Context: an optimization exercise on an open-source flow, tuned for small area. The choices shown serve that exercise and are no tape-out recipe. The RTL was checked by simulation tests, not by an equivalence proof against the original design. Power figures rest on the tool's default switching activity, not on a simulated workload.

### flow/config.mk
export PLATFORM = sky130hd
export DESIGN_NAME = mipsCore
export DESIGN_NICKNAME = mipsCore
export VERILOG_FILES = /design/flow/design.v
export SDC_FILE = /design/flow/constraint.sdc
export NUM_CORES = 4
export LEC_CHECK = 0
export ABC_AREA = 1
export CAP_MARGIN = 20
export CORE_MARGIN = 2
export CORE_UTILIZATION = 55
export PLACE_DENSITY = 0.66
export SLEW_MARGIN = 20
### flow/constraint.sdc
create_clock -name core_clock -period 7.0 [get_ports {clk}]
set_input_delay 1.4000 -clock core_clock [delete_from_list [all_inputs] [get_ports {clk}]]
set_output_delay 1.4000 -clock core_clock [all_outputs]
set_load 0.01 [all_outputs]
### flow/design.v
`default_nettype none
package mipsPkg;
	localparam int QueueDepth = 4;	 
	localparam int CreditWidth = 3;	 
	localparam int QueuePtrWidth = $clog2(QueueDepth);
	localparam int RegCount = 32;
	localparam int RegAddrWidth = $clog2(RegCount);
	localparam int MemWords = 16;
	localparam int MemAddrWidth = $clog2(MemWords);	 
	localparam logic [5:0] OpRType = 6'b000000;
	localparam logic [5:0] OpAddi = 6'b001000;
	localparam logic [5:0] OpAddiu = 6'b001001;
	localparam logic [5:0] OpAndi = 6'b001100;
	localparam logic [5:0] OpOri = 6'b001101;
	localparam logic [5:0] OpXori = 6'b001110;
	localparam logic [5:0] OpSlti = 6'b001010;
	localparam logic [5:0] OpSltiu = 6'b001011;
	localparam logic [5:0] OpLui = 6'b001111;
	localparam logic [5:0] OpLw = 6'b100011;
	localparam logic [5:0] OpSw = 6'b101011;
	localparam logic [5:0] OpHalt = 6'b111111;
	localparam logic [5:0] AluAdd = 6'b100000;
	localparam logic [5:0] AluAddu = 6'b100001;
	localparam logic [5:0] AluSub = 6'b100010;
	localparam logic [5:0] AluAnd = 6'b100100;
	localparam logic [5:0] AluOr = 6'b100101;
	localparam logic [5:0] AluXor = 6'b100110;
	localparam logic [5:0] AluSlt = 6'b101010;
	localparam logic [5:0] AluSltu = 6'b101011;
	localparam logic [5:0] AluLui = 6'b001111;	 
	typedef struct packed {
		logic [5:0] op;
		logic [4:0] rs;
		logic [4:0] rt;
		logic [4:0] rd;
		logic [4:0] shamt;
		logic [5:0] funct;
	} rTypeFields;
	typedef struct packed {
		logic [5:0] op;
		logic [4:0] rs;
		logic [4:0] rt;
		logic [15:0] imm;
	} iTypeFields;
	typedef union packed {
		rTypeFields r;
		iTypeFields i;
	} instrWord;
endpackage
`default_nettype wire
`default_nettype none
module mipsCore (
	input  logic clk,
	input  logic rst,
	input  logic instrValid,
	input  logic [31:0] instr,
	output logic creditReturn,
	output logic wbValid,
	output logic [4:0] wbReg,
	output logic [31:0] wbData,
	output logic halted
);
	logic [2:0] ph;
	logic clr;		 
	logic act;		 
	logic wenP;		 
	logic carry;
	logic prevLoad, prevStore;	 
	logic [3:0] P;		 
	logic [3:0] addrR;
	logic [31:0] R;
	logic [31:1][31:0] rf;
	logic [15:0][31:0] dm;
	logic ph0, ph7;
	assign ph0 = (ph == 3'd0);
	assign ph7 = (ph == 3'd7);
	localparam logic [3:0] KZero = 4'd0, KAdd = 4'd1, KSub = 4'd2, KAnd = 4'd3,
		KOr = 4'd4, KXor = 4'd5, KSlt = 4'd6, KSltu = 4'd7, KSh16 = 4'd8,
		KLoad = 4'd9, KStore = 4'd10, KHalt = 4'd11, KNop = 4'd12;
	logic [3:0] inCls, inFk;
	always_comb
	begin
		case (instr[31:26])
			6'b000000: inCls = KZero;	 
			6'b001000, 6'b001001: inCls = KAdd;
			6'b001010: inCls = KSlt;
			6'b001011: inCls = KSltu;
			6'b001100: inCls = KAnd;
			6'b001101: inCls = KOr;
			6'b001110: inCls = KXor;
			6'b001111: inCls = KSh16;
			6'b100011: inCls = KLoad;
			6'b101011: inCls = KStore;
			6'b111111: inCls = KHalt;
			default: inCls = KNop;
		endcase
		case (instr[5:0])
			6'b100000, 6'b100001: inFk = KAdd;
			6'b100010: inFk = KSub;
			6'b100100: inFk = KAnd;
			6'b100101: inFk = KOr;
			6'b100110: inFk = KXor;
			6'b101010: inFk = KSlt;
			6'b101011: inFk = KSltu;
			6'b001111: inFk = KSh16;
			default: inFk = KZero;
		endcase
	end
	logic [29:0] inWord;
	assign inWord = {inCls, instr[25:4], (instr[31:26] == 6'b000000) ? inFk : instr[3:0]};
	logic [3:0][29:0] q;
	logic [2:0] wrPtr, rdPtr, wrPtrNext, rdPtrNext;	 
	logic pop;
	logic [29:0] head;
	logic [29:0][3:0] termQ;
	always_comb
	begin
		for (int k = 0; k < 4; k++)
			for (int b = 0; b < 30; b++)
				termQ[b][k] = q[k][b] && (rdPtr[1:0] == 2'(k));
		for (int b = 0; b < 30; b++)
			head[b] = |termQ[b];
	end
	assign pop = act && ph7;
	assign wrPtrNext = wrPtr + {2'b0, instrValid};
	assign rdPtrNext = rdPtr + {2'b0, pop};
	always_ff @(posedge clk)
		for (int k = 0; k < 4; k++)
			if (instrValid && wrPtr[1:0] == 2'(k))
				q[k] <= inWord;
	logic [3:0] cls, kind;
	logic [4:0] rs, rt, rd, dest;
	logic [15:0] imm;
	assign cls = head[29:26];
	assign rs = head[25:21];
	assign rt = head[20:16];
	assign imm = head[15:0];
	assign rd = imm[15:11];
	logic isR, isLoad, isStore, isHalt, regWrite, useImm, sext;
	logic fAdd, fSub, fAnd, fOr, fXor, fSlt, fSltu, fSh16;
	always_comb
	begin
		isR = (cls == KZero);
		kind = isR ? imm[3:0] : cls;
		isLoad = (cls == KLoad);
		isStore = (cls == KStore);
		isHalt = (cls == KHalt);
		regWrite = !(isStore || isHalt || cls == KNop);
		useImm = !isR;
		sext = !(cls == KAnd || cls == KOr || cls == KXor);
		fAdd = (kind == KAdd);
		fSub = (kind == KSub);
		fAnd = (kind == KAnd);
		fOr = (kind == KOr);
		fXor = (kind == KXor);
		fSlt = (kind == KSlt);
		fSltu = (kind == KSltu);
		fSh16 = (kind == KSh16);
	end
	assign dest = isR ? rd : rt;
	logic [3:0] rsTap, rtTap, A, Bt, B, immNib;
	logic fwdA, fwdB;
	logic [31:1] selA, selB;
	logic [3:0][31:1] termA, termB;
	always_comb
	begin
		for (int i = 1; i < 32; i++)
		begin
			selA[i] = (rs == 5'(i));
			selB[i] = (rt == 5'(i));
			for (int b = 0; b < 4; b++)
			begin
				termA[b][i] = rf[i][b] && selA[i];
				termB[b][i] = rf[i][b] && selB[i];
			end
		end
		for (int b = 0; b < 4; b++)
		begin
			rsTap[b] = |termA[b];
			rtTap[b] = |termB[b];
		end
	end
	assign fwdA = wenP && (wbReg == rs);
	assign fwdB = wenP && (wbReg == rt);
	assign A = fwdA ? R[7:4] : rsTap;
	assign Bt = fwdB ? R[7:4] : rtTap;
	always_comb
		case (ph)
			3'd0: immNib = imm[3:0];
			3'd1: immNib = imm[7:4];
			3'd2: immNib = imm[11:8];
			3'd3: immNib = imm[15:12];
			default: immNib = {4{sext && imm[15]}};
		endcase
	assign B = useImm ? immNib : Bt;
	logic subm, cmpSigned;
	logic [3:0] aa, bb, res;
	logic [4:0] sum;
	logic lt;
	assign subm = fSub || fSlt || fSltu;
	assign cmpSigned = fSlt && ph7;	 
	assign aa = {A[3] ^ cmpSigned, A[2:0]};
	assign bb = {B[3] ^ cmpSigned, B[2:0]} ^ {4{subm}};
	assign sum = {1'b0, aa} + {1'b0, bb} + {4'b0, ph0 ? subm : carry};
	assign lt = !sum[4];
	always_comb
	begin
		res = '0;
		if (fAdd || fSub)
			res = sum[3:0];
		if (fAnd)
			res = A & B;
		if (fOr)
			res = A | B;
		if (fXor)
			res = A ^ B;
		if (fSh16)
			res = ph[2] ? R[23:20] : B;
		if (isStore)
			res = Bt;	 
	end
	logic [3:0] addrE, memTap;
	logic loadSel, storeSel;
	assign addrE = (ph == 3'd1) ? {sum[1:0], addrR[1:0]} : addrR;
	logic [3:0][15:0] termM;
	always_comb
	begin
		for (int j = 0; j < 16; j++)
			for (int b = 0; b < 4; b++)
				termM[b][j] = dm[j][b] && (addrE == 4'(j));
		for (int b = 0; b < 4; b++)
			memTap[b] = |termM[b];
	end
	assign loadSel = ph0 ? prevLoad : (act && isLoad);
	assign storeSel = ph0 ? prevStore : (act && isStore);
	logic haltNext;
	assign haltNext = halted || (act && isHalt);
	always_ff @(posedge clk)
	begin
		if (rst)
		begin
			ph <= '0;
			clr <= 1'b1;
			act <= 1'b0;
			wenP <= 1'b0;
			prevLoad <= 1'b0;
			prevStore <= 1'b0;
			halted <= 1'b0;
			creditReturn <= 1'b0;
			wrPtr <= '0;
			rdPtr <= '0;
		end
		else
		begin
			ph <= ph + 3'd1;
			creditReturn <= pop;
			wrPtr <= wrPtrNext;
			rdPtr <= rdPtrNext;
			if (ph7)
			begin
				clr <= 1'b0;
				halted <= haltNext;
				act <= !haltNext && (wrPtrNext != rdPtrNext);
				wenP <= act && regWrite && (dest != '0);
				prevLoad <= act && isLoad;
				prevStore <= act && isStore;
			end
		end
	end
	always_ff @(posedge clk)
	begin
		carry <= sum[4];
		P <= res;
		if (ph0)
			addrR[1:0] <= sum[3:2];
		if (ph == 3'd1)
			addrR[3:2] <= sum[1:0];
		if (ph7)
			wbReg <= dest;
		R[31:28] <= loadSel ? memTap : P;
		R[27:20] <= R[31:24];
		R[19:16] <= (fSh16 && ph[2]) ? 4'b0 : R[23:20];
		R[15:5] <= R[19:9];
		R[4] <= ((fSlt || fSltu) && ph7) ? lt : R[8];
		R[3:0] <= R[7:4];
	end
	assign wbValid = wenP && (ph == 3'd1);
	assign wbData = R;
	logic [3:0] rwd, mwd;
	logic [31:1] rwe;
	logic [15:0] mwe;
	assign rwd = clr ? 4'b0 : R[7:4];
	assign mwd = clr ? 4'b0 : P;
	always_comb
	begin
		for (int i = 1; i < 32; i++)
			rwe[i] = clr || (wenP && wbReg == 5'(i));
		for (int j = 0; j < 16; j++)
			mwe[j] = clr || (storeSel && addrE == 4'(j));
	end
	always_ff @(posedge clk)
	begin
		for (int i = 1; i < 32; i++)
			rf[i] <= {rwe[i] ? rwd : rf[i][3:0], rf[i][31:4]};
		for (int j = 0; j < 16; j++)
			dm[j] <= {mwe[j] ? mwd : dm[j][3:0], dm[j][31:4]};
	end
endmodule
`default_nettype wire
### flow/flow/run.sh
#!/bin/bash
set -euo pipefail
HERE=$(pwd)
cp -r "$FLOW_HOME/scripts" "$HERE/scripts"
cp "$HERE/flow/abc_area.script" "$HERE/scripts/abc_area.script"
export SCRIPTS_DIR="$HERE/scripts"
export CTS_ARGS="-sink_clustering_enable -repair_clock_nets -sink_clustering_size 13 -sink_clustering_max_diameter 40 -buf_list sky130_fd_sc_hd__buf_4 -dont_use_dummy_load"
export ADDER_MAP_FILE=""
export BUFFER_PORTS_ARGS="-buffer_cell sky130_fd_sc_hd__buf_1"
bash standard.sh > standard.log 2>&1
### flow/flow/abc_area.script
strash
&get -n
&dch -f -C 10000
&nf -R 1000 -p -C 32 -F 8 -A 8
&put
strash
&get -n
&dch -f -C 10000
&nf -R 1000 -p -C 32 -F 8 -A 8
&put
strash
&get -n
&dch -f -C 10000
&nf -R 1000 -p -C 32 -F 8 -A 8
&put
topo
stime -c
### flow/standard.sh
#!/bin/bash
# synth_recipe.tcl (not shown) runs the flow's synth.tcl, then flattens the netlist and writes it again
# the make line also repeats each setting of config.mk as NAME=value (left out here)
make -C /OpenROAD-flow-scripts/flow DESIGN_CONFIG=/design/flow/config.mk WORK_HOME=/design/flow/orfs CLKGATE_MAP_FILE= SYNTH_SCRIPT=/design/flow/synth_recipe.tcl "${@:-finish}"
==> flow_metrics.tcl, run 1 <==
set metrics [dict create \
    r2r-end "R[29]$_DFF_P_" \
    required_ps 7740 \
    period_share_pct 95.5 \
    r2r-start "rdPtr[0]$_SDFF_PP0_" \
    run_status "timing/DRC/antenna clean" \
    met3_length_um 4860 \
    final_antenna_net_count 0 \
    final_cell_area_um2 44000 \
    port_buffers 74 \
    dpl_cell_area_um2 42800 \
    post_drt_via_cell_ratio 5.25 \
    cts_hold_buf 0 \
    ff2ff_setup_slack_ps 320 \
    final_hold_viol_count 0 \
    clk_latency_ps 910 \
    die_x_um 277 \
    coreArea_um2 74200 \
    first_global_vias 21000 \
    areaGrowthSynthToFinish_pct 6.99 \
    cts.sinks 1686 \
    cp-start-kind "register" \
    cts_tree "done" \
    r2r_cells 24 \
    path_clk_slew_ps 110 \
    num-nets-final 3105 \
    maxSlewViolCount 0 \
    max_freq_mhz 150 \
    io_pins 75 \
    hold_end "rf[840]$_DFF_P_" \
    ys_ff_latch 1686 \
    grt_pass1_wl_um 128000 \
    whs_path_depth 0 \
    start_util_pct 55.4 \
    rsz0062_at_grt "no" \
    avgRoutedWirePerCell_um 21.3 \
    met2WireLength_um 39700 \
    final_cells 4039 \
    async_reset_ff_share_pct 0 \
    max_slew_margin_pct 30.8 \
    first_iter_violations 2107 \
    rows 100 \
    cts_max_level 4 \
    worstHoldStart "rf[844]$_DFF_P_" \
    post_cts_buffers 0 \
    dp_cells 3875 \
    cp.arrival_ps 7420 \
    ys_seq_area_share_pct 85.3 \
    grt_max_degree 40 \
    setup_viol_count_final 0 \
    dr.pass1.iters 9 \
    worst_slew_pin_slew_ps 1020 \
    finish.utilization_pct 59.3 \
    final.setup.worst_slack_ps 318 \
    synth-edff-count 129 \
    tns_ps 0 \
    pre_cts_ws_ps 603 \
    die_h_um 277 \
    synthFlopType "dfxtp_1" \
    criticalPathCategory "reg -> reg" \
    max_cap_viol_count 0 \
    synth_area_um2 41100 \
    grtUsageTotal_pct 22.4 \
    cts_resized 0 \
    synth_nets 2849 \
    vias 21200 \
    worstHoldPathType "reg -> reg" \
    gp_congestion 0.958 \
    ys_types 50 \
    antenna_found_initial 1 \
    crit_path_end_kind "register" \
    clockRootBuffer "buf_4" \
    power-per-cell-area_nw_per_um2 315 \
    wirelength_um 85800 \
    yosysWarnings 1 \
    finClkSkew_ps 149 \
    numCtsBuffers 162 \
    syn_inst 2814 \
    wl_met1_um 38500 \
    postSynthAreaPerCell_um2 14.6 \
    route.detailed.drc 0 \
    ir_drop_mv 0.210 \
    crit_path_max_fanout 8 \
    top_layer "met4" \
    grt.overflow.total 0 \
    cts_max_path_buffers 3 \
    drive_gt1_share_pct 6.19 \
    hpwl_um 59500 \
    period_needed_ps 6680 \
    dieArea_um2 76900 \
    p_leak_nw 16.5 \
]
-- sequential cells by signal (all words and copies together), names as in the netlist --
| signal | cells |
|---|---|
| P | 4 |
| R | 32 |
| act | 1 |
| addrR | 4 |
| carry | 1 |
| clr | 1 |
| creditReturn | 1 |
| dm | 512 |
| halted | 1 |
| ph | 3 |
| prevLoad | 1 |
| prevStore | 1 |
| q | 120 |
| rdPtr | 3 |
| rf | 992 |
| wbReg | 5 |
| wenP | 1 |
| wrPtr | 3 |
-- metal layers --
metal	GRT usage, %	up-vias
met2	36.0	775
met5	0	-
met4	9.50	0
met1	30.1	10100
li1	-	10100
met3	3.90	192
-- layout make-up --
cell class                 instances  area (um2)
clock buffer                     162        1220
multi-input combinational       1117        6040
tap                              969        1210
sequential                      1686       35000
fill                            5783       30200
timing repair buffer              92         413
inverter                          11        41.3
antenna                            2        5.00
-- report_power, final --
part           internal (mW)  total, mW  switching, mW  leakage [nW]
Sequential              9.78       9.83         0.0489          13.7
Combinational         0.0739      0.275          0.201          2.02
Clock                   1.17       3.76           2.58         0.778
-- synthesized netlist by cell type (all sizes together), types with 4 or more instances --
master  count  area, um2
dfxtp    1557      31200
nand2     299       1120
o21ai     214       1070
nor2      181        679
edfxtp    129       3870
a222oi     82        821
a21oi      47        235
a22oi      47        353
nand3      27        135
nand4      25        156
nand2b     18        113
nor3       18       90.1
a221oi     16        140
xor2       16        140
a21boi     14        105
clkinv     11       41.3
a22o       10       87.6
nor2b      10       62.6
xnor2      10       87.6
and2        9       56.3
o22ai       9       56.3
a31oi       5       31.3
nor4        5       31.3
o21a        5       37.5
or3         4       25.0
-- worst max-delay path by stage --
| stage | startpoint | end | slack [ps] | cells past startpoint |
|---|---|---|---|---|
| finish | rdPtr[0]$_SDFF_PP0_ | R[29]$_DFF_P_ | 320 | 24 |
| global route | rdPtr[0]$_SDFF_PP0_ | R[31]$_DFF_P_ | 50 | 24 |
| CTS | rdPtr[0]$_SDFF_PP0_ | R[31]$_DFF_P_ | 600 | 25 |
| detailed placement | rdPtr[1]$_SDFF_PP0_ | R[31]$_DFF_P_ | 600 | 25 |
| global placement | rdPtr[0]$_SDFF_PP0_ | R[31]$_DFF_P_ | 660 | 25 |
| floorplan | rdPtr[0]$_SDFF_PP0_ | R[29]$_DFF_P_ | 1750 | 22 |
-- stage by stage --
stage | power (mW) | hold WS [ps]
floorplan | 10.2 | 310
detailed placement | 10.3 | 312
global route | 14.4 | 231
finish | 13.9 | 224
CTS | 14.0 | 209
global placement | 10.3 | 310
-- logic make-up after synthesis --
family,count (synthesis),share of synthesized area [%]
AO/OA/AOI/OAI,474,7.67
XOR/XNOR,26,0.554
adder cells (fa/ha/maj),1,0.0244
buffers and inverters,11,0.100
flip-flops,1686,85.3
multiplexers,2,0.0517
AND/OR/NAND/NOR,614,6.34
-- layout by cell type, fill, tap and decap left out, types with 4 or more instances in the layout --
cell,count
nand2_1,299
o22ai_1,9
a22o_1,10
a31oi_1,5
nand2b_2,4
buf_4,180
o21a_1,5
nor2b_1,8
dfxtp_1,1556
and2_0,9
clkinv_1,11
a21oi_1,47
or3_1,4
edfxtp_1,129
nor4_1,5
xor2_1,16
buf_1,74
xnor2_1,10
nand4_1,25
o21ai_0,214
a22oi_1,47
a221oi_1,16
nand2b_1,14
nor3_1,18
nor2_1,179
a21boi_0,14
a222oi_1,82
nand3_1,27
-- critical path, cell delays in order, from the launching register on --
cell and delay (ps):
dfxtp_1 480, nor2_2 100, a222oi_1 480, nand2_1 220, nand3_1 370, nor2_1 160
a222oi_1 390, nand3_1 150, a21oi_1 140, nand4_1 160, a2111oi_0 800, o21ai_0 390
o32ai_1 400, xnor2_1 190, xor2_1 180, xnor2_1 230, nand2_1 120, o21ai_0 170
nand2_1 180, nor2_1 120, a222oi_1 360, nand3_1 130, a221oi_1 350, a31oi_1 130
a21o_1 190
==> inputs of run 2 (changes only) <==
--- a/flow/design.v
+++ b/flow/design.v
@@ -159,7 +159,6 @@
 	end
 	assign dest = isR ? rd : rt;
 	logic [3:0] rsTap, rtTap, A, Bt, B, immNib;
-	logic fwdA, fwdB;
 	logic [31:1] selA, selB;
 	logic [3:0][31:1] termA, termB;
 	always_comb
@@ -180,10 +179,8 @@
 			rtTap[b] = |termB[b];
 		end
 	end
-	assign fwdA = wenP && (wbReg == rs);
-	assign fwdB = wenP && (wbReg == rt);
-	assign A = fwdA ? R[7:4] : rsTap;
-	assign Bt = fwdB ? R[7:4] : rtTap;
+	assign A = rsTap;
+	assign Bt = rtTap;
 	always_comb
 		case (ph)
 			3'd0: immNib = imm[3:0];
@@ -289,19 +286,23 @@
 	logic [3:0] rwd, mwd;
 	logic [31:1] rwe;
 	logic [15:0] mwe;
-	assign rwd = clr ? 4'b0 : R[7:4];
+	logic [4:0] wrReg;
+	logic wrOn;
+	assign wrReg = ph7 ? dest : wbReg;
+	assign wrOn = ph7 ? (act && regWrite && dest != '0) : wenP;
+	assign rwd = clr ? 4'b0 : {R[11:9], ((fSlt || fSltu) && ph7) ? lt : R[8]};
 	assign mwd = clr ? 4'b0 : P;
 	always_comb
 	begin
 		for (int i = 1; i < 32; i++)
-			rwe[i] = clr || (wenP && wbReg == 5'(i));
+			rwe[i] = clr || (wrOn && wrReg == 5'(i));
 		for (int j = 0; j < 16; j++)
 			mwe[j] = clr || (storeSel && addrE == 4'(j));
 	end
 	always_ff @(posedge clk)
 	begin
 		for (int i = 1; i < 32; i++)
-			rf[i] <= {rwe[i] ? rwd : rf[i][3:0], rf[i][31:4]};
+			rf[i] <= {rf[i][3:0], rf[i][31:8], rwe[i] ? rwd : rf[i][7:4]};
 		for (int j = 0; j < 16; j++)
 			dm[j] <= {mwe[j] ? mwd : dm[j][3:0], dm[j][31:4]};
 	end
==> run 2 against run 1 <==
Critical endpoint unchanged. Highest routed layer unchanged. Die area fell by 0.39%. Routed wire length is 0.18% lower. Sequential share of layout area up 0.17 points.
==> flow_metrics.tcl, run 2 <==
set metrics [dict create \
    finish.utilization_pct 59.2 \
    first_iter_violations 2351 \
    avgRoutedWirePerCell_um 21.3 \
    cp.arrival_ps 7340 \
    synth_top_family_by_area "compound AO/OA/AOI/OAI gates" \
    ys_ff_latch 1686 \
    clk_latency_ps 940 \
    synth_top_area_share_pct 76.4 \
    pre_cts_ws_ps 588 \
    final_cells 4014 \
    final_antenna_net_count 0 \
    dp_cells 3848 \
    post_drt_via_cell_ratio 5.25 \
    setup_viol_count_final 0 \
    finClkSkew_ps 142 \
    postSynthAreaPerCell_um2 14.7 \
    yosysTopAreaCell "dfxtp_1" \
    final.setup.worst_slack_ps 384 \
    synth_area_um2 40900 \
    layout_commonest_cell "dfxtp_1" \
    synthFlopType "dfxtp_1" \
    clockRootBuffer "buf_4" \
    synth_compound_area_share_pct 7.63 \
    p_leak_nw 16.5 \
    io_pins 75 \
    period_needed_ps 6620 \
    regMostFlops "rf" \
    yosysWarnings 1 \
    ir_drop_mv 0.203 \
    antenna_found_initial 3 \
    cp-start-kind "register" \
    criticalPathCategory "reg -> reg" \
    post_cts_buffers 0 \
    ys_seq_area_share_pct 85.5 \
    hpwl_um 58300 \
    port_buffers 74 \
    coreArea_um2 74100 \
    grt_pass1_wl_um 127000 \
    rsz0062_at_grt "no" \
    cts_max_level 4 \
    areaGrowthSynthToFinish_pct 7.03 \
    cts_max_path_buffers 3 \
    synthSimpleGateAreaFrac_pct 6.32 \
    crit_path_end_kind "register" \
    numCtsBuffers 161 \
    cts_hold_buf 0 \
    die_x_um 277 \
    fin_hold_ws_ps 253 \
    start_util_pct 55.3 \
    die_h_um 277 \
    path_clk_slew_ps 110 \
    synthXorXnorAreaFrac_pct 0.449 \
    maxSlewViolCount 0 \
    run_status "timing/DRC/antenna clean" \
    worst_slew_pin_slew_ps 1070 \
    period_share_pct 94.5 \
    first_global_vias 20700 \
    num-nets-final 3077 \
    syn_inst 2786 \
    final_cell_mix "dfxtp_1 (1561), nand2_1 (272), o21ai_0 (215)" \
    required_ps 7720 \
    vias 21100 \
    tns_ps 0 \
    p_total_mw 13.9 \
    final_hold_viol_count 0 \
    synth_nets 2821 \
    reg_top3 "rf (992), dm (512), q (120)" \
    synth_common_cells "dfxtp_1 (1562), nand2_1 (272), o21ai_0 (216), nor2_1 (180), edfxtp_1 (124)" \
    route.detailed.drc 0 \
    max_slew_margin_pct 28.5 \
    dr.pass1.iters 12 \
    power-per-cell-area_nw_per_um2 318 \
    n_fill_cell 5795 \
    max_freq_mhz 151 \
    grt.overflow.total 0 \
    cts_tree "done" \
    synthAdderAreaFrac_pct 0 \
    crit_path_max_fanout 11 \
    worstHoldPathType "reg -> reg" \
    max_cap_viol_count 0 \
    muxShareOfSynthArea_pct 0.0245 \
    cts_resized 0 \
    drive_gt1_share_pct 6.22 \
    async_reset_ff_share_pct 0 \
    rows 100 \
    final_cell_area_um2 43800 \
    synth-edff-count 124 \
    dieArea_um2 76600 \
    largest_reg_flops 992 \
    dpl_cell_area_um2 42600 \
    yosys-top-cells-area "dfxtp_1 (76%), edfxtp_1 (9.1%), o21ai_0 (2.6%)" \
    ys_types 48 \
    cts.sinks 1686 \
    yosysMostFrequentCell "dfxtp_1" \
    wirelength_um 85700 \
    grtUsageTotal_pct 22.3 \
    gp_congestion 0.915 \
    grt_max_degree 41 \
]
==> run 2: kinds of logic (layout without fill, tap and decap cells) <==
kind of cell / Yosys count / after routing
xor gates and xnor gates: 21 / 21
other: 0 / 5
AOI/OAI and AO/OA: 465 / 465
buffers and inverters: 10 / 264
and+or+nand+nor: 603 / 603
muxes: 1 / 1
DFF: 1686 / 1686
==> run 2: power by group <==
part | leakage (nW) | internal (mW) | switching, mW | total (mW)
registers | 13.7 | 9.78 | 0.0460 | 9.82
clock network | 0.774 | 1.17 | 2.61 | 3.78
logic | 1.97 | 0.0821 | 0.239 | 0.321
total | 16.5 | 11.0 | 2.89 | 13.9
==> run 2: final cells by class <==
type                    instances  area (um2)  area share (%)
well taps                     969        1210            2.77
multi-input cells            1090        5930            13.5
diodes                          5        12.5          0.0286
repair buffers                 93         420           0.959
flip-flops and latches       1686       35000            79.9
clock buffers                 161        1210            2.76
inverters                      10        37.5          0.0857
==> run 2: worst paths after layout <==
kind | from | end | slack [ps] | depth (start not counted)
worst max-delay path | rdPtr[0]$_SDFF_PP0_ | R[29]$_DFF_P_ | 380 | 22
worst min-delay path | rf[189]$_DFF_P_ | rf[185]$_DFF_P_ | 250 | 0
worst max register to register | rdPtr[0]$_SDFF_PP0_ | R[29]$_DFF_P_ | 380 | 22
worst min register to register | rf[189]$_DFF_P_ | rf[185]$_DFF_P_ | 250 | 0
==> run 2: layer usage <==
layer	global-route usage (%)	routed length [um]	vias to the layer above	part of all wire, %
met2	34.7	38200	751	45
met1	30.8	39200	10100	46
li1	-	-	10000	-
met3	4.72	5510	196	6.4
met5	0	0	-	0
met4	8.86	2790	0	3.3
==> run 2: critical path, stage by stage (launching register included) <==
cell and delay, ps:
dfxtp_1 480, nor2b_2 160, a222oi_1 740, nand2_1 420
nand2_1 280, nor2_1 150, a222oi_1 420, nand3_1 200
nor3_1 500, nand4_1 370, nand2_1 160, o21ai_0 200
xnor2_1 330, xnor2_1 180, xor2_1 350, nand2b_1 180
o21ai_0 140, nand2_1 150, nor2_1 110, a222oi_1 390
nand3_1 200, a221oi_1 240, a41oi_1 160

port drivers added, routing unchanged:
Ports are ideal in the flow. The routed layouts listed here were re-timed in OpenROAD.
Step 1 assumes that a clkbuf_16 drives the clock port and a buf_2 every other input.
Step 2, shift: input delay + t, output delay - t, t = (earliest + latest rising clock arrival at the registers) / 2. This alone moves slack from input paths to output paths.
Slacks: ideal / step 1 / step 2; pairs: ideal / step 1.
run	t, ns	slack for setup (ns)	worst register clock-pin slew, ns
run 1	0.882	0.318 / 0.318 / 0.318	0.11 / 0.11
run 2	0.916	0.384 / 0.384 / 0.384	0.12 / 0.12
After both steps every run listed still meets setup and hold.
